Background: an optimization exercise with open tools, aiming at small area. Do not read the settings as production practice.
In this exercise RTL edits were held to simulation tests only and were not proved equivalent to the original.
Power and IR drop assume default switching activity.

Setup of run A:
// cache_top
module cache_top (
    input  logic       clk,
    input  logic       rst,
    input  logic       req_valid,
    input  logic       req_op,
    input  logic [7:0] req_addr,
    input  logic [7:0] req_wdata,
    output logic       req_ready,
    output logic       done,
    output logic [7:0] rsp_data
);
==> flow/config.mk <==
export PLATFORM = sky130hd
export DESIGN_NAME = cache_top
export DESIGN_NICKNAME = cache_top
export VERILOG_FILES = /design/flow/design.v
export SDC_FILE = /design/flow/constraint.sdc
export NUM_CORES = 4
export LEC_CHECK = 0
export CAP_MARGIN = 10
export CORE_MARGIN = 2
export CORE_UTILIZATION = 65
export CTS_BUF_LIST = sky130_fd_sc_hd__clkbuf_8
export CTS_CLUSTER_DIAMETER = 80
export CTS_CLUSTER_SIZE = 15
export GPL_TIMING_DRIVEN = 0
export SETUP_SLACK_MARGIN = 0.2
export SLEW_MARGIN = 10
export SYNTH_HIERARCHICAL = 1
==> flow/constraint.sdc <==
create_clock -name core_clock -period 10.0 [get_ports {clk}]
set_input_delay 2.0000 -clock core_clock [delete_from_list [all_inputs] [get_ports {clk}]]
set_output_delay 2.0000 -clock core_clock [all_outputs]
set_load 0.01 [all_outputs]
standard.sh (not shown) runs the stock make flow with config.mk's settings and CLKGATE_MAP_FILE= SYNTH_SCRIPT=/design/flow/synth_recipe.tcl, a recipe that flattens the netlist after the stock synthesis.
==> flow/flow/run.sh <==
#!/bin/bash
# Standard layout, with clock tree synthesis told to leave out dummy loads
# and to use larger sink clusters. Each tool's output goes to the ORFS logs;
# the make output goes to standard.log.
set -euo pipefail
export CTS_ARGS="-sink_clustering_enable -repair_clock_nets -dont_use_dummy_load -sink_clustering_size 18 -sink_clustering_max_diameter 80 -buf_list sky130_fd_sc_hd__clkbuf_8"
bash standard.sh > standard.log 2>&1
diff inputs: run A => run B
==> flow/flow/run.sh <==
#!/bin/bash
# Standard layout with three changes to how it is built: clock tree synthesis
# leaves out dummy loads and uses larger sink clusters; the port buffers are
# plain buf_2 cells; repair uses no buffer larger than buf_6; the synthesis
# step runs first on its own, unchanged.
# Each tool's output goes to the ORFS logs; make's output goes to *.log here.
set -euo pipefail
bash standard.sh synth > standard_synth.log 2>&1
export CTS_ARGS="-sink_clustering_enable -repair_clock_nets -dont_use_dummy_load -sink_clustering_size 18 -sink_clustering_max_diameter 80 -buf_list sky130_fd_sc_hd__clkbuf_8"
export BUFFER_PORTS_ARGS="-buffer_cell sky130_fd_sc_hd__buf_2"
export DONT_USE_CELLS="sky130_fd_sc_hd__buf_12 sky130_fd_sc_hd__buf_16 sky130_fd_sc_hd__buf_8 sky130_fd_sc_hd__bufinv_16"
bash standard.sh > standard.log 2>&1
### Flow results
- Run B -> run A: power per standard cell area flat
- Run B ends up with a maximum fanout count along the critical path that is 2 higher than in run A.
- Run B does worse than run A on setup slack.
- Compared with run A, in run B internal power -0.39%; total placed cells including tap cells ~0 delta; total power -0.000057 W; wire length -about 0.47%.
- On clock power, run B and run A are basically level.
- Compared with run A, placement density in the core of run B is lower.
- When run B is measured against run A, its power share of the sequential group turns out 0.2 points higher.
- HPWL after detailed placement: run B vs run A — no meaningful difference
> inputs changed (run B -> run C)
==> flow/flow/run.sh <==
#!/bin/bash
# Standard layout with three changes to how it is built: clock tree synthesis
# leaves out dummy loads and uses larger sink clusters; the port buffers are
# plain buf_2 cells; the synthesis step runs first on its own, unchanged.
# Each tool's output goes to the ORFS logs; make's output goes to *.log here.
set -euo pipefail
bash standard.sh synth > standard_synth.log 2>&1
export CTS_ARGS="-sink_clustering_enable -repair_clock_nets -dont_use_dummy_load -sink_clustering_size 18 -sink_clustering_max_diameter 80 -buf_list sky130_fd_sc_hd__clkbuf_8"
export BUFFER_PORTS_ARGS="-buffer_cell sky130_fd_sc_hd__buf_2"
bash standard.sh > standard.log 2>&1
--- a/flow/config.mk
+++ b/flow/config.mk
@@ -8,5 +8,5 @@
 export CAP_MARGIN = 10
 export CORE_MARGIN = 2
-export CORE_UTILIZATION = 65
+export CORE_UTILIZATION = 72
 export CTS_BUF_LIST = sky130_fd_sc_hd__clkbuf_8
 export CTS_CLUSTER_DIAMETER = 80
### Flow results
Run C finished all stages; the layout is clean. Comparing run B and run C, the lower met1 usage in global routing is on run B. Delta (run C minus run B): maximum frequency moved up; static leakage held.
## Diff of input files: run D against run C
--- a/flow/config.mk
+++ b/flow/config.mk
@@ -8,5 +8,5 @@
 export CAP_MARGIN = 10
 export CORE_MARGIN = 2
-export CORE_UTILIZATION = 72
+export CORE_UTILIZATION = 65
 export CTS_BUF_LIST = sky130_fd_sc_hd__clkbuf_8
 export CTS_CLUSTER_DIAMETER = 80
Routed wire length on met3 for run D: 16% down relative to run C
Between run C and run D, number of core rows is higher for run D, run C comes in under that.
Combinational power was higher in the run labelled run D.
Compare run C and run D | global-route usage higher: run C
Lower floorplan die width among run C and run D: run C

[static timing again, ports no longer ideal]
The results above use ideal ports. As a check the final layouts listed here were re-extracted and re-timed, cells and wires unchanged. Step 1 (the two cells are an assumption about what drives the block):
set clk [get_ports {clk}]
set_driving_cell -lib_cell sky130_fd_sc_hd__clkbuf_16 $clk
set_driving_cell -lib_cell sky130_fd_sc_hd__buf_2 [delete_from_list [all_inputs] $clk]
Step 2 also shifts input and output timing later by t, the mid clock arrival at the registers, as if the neighbouring blocks saw the same clock. Three values: no drivers, after step 1, after step 2; two values: the first two.
run	t, ns	setup WS [ns]	worst slew at a driven data input, ns	pins driven straight from the clock port
run A	0.876	0.307 / 0.272 / 0.272	0.04	1
run B	0.883	0.279 / 0.216 / 0.534	0.03	1
run C	0.865	0.474 / 0.411 / 0.836	0.03	1
run D	0.883	0.279 / 0.216 / 0.534	0.03	1
After both steps every run listed still meets setup and hold. The setup slack of run A, which loses most, moves by -0.035 ns with the drivers and by -0.035 ns with both steps.
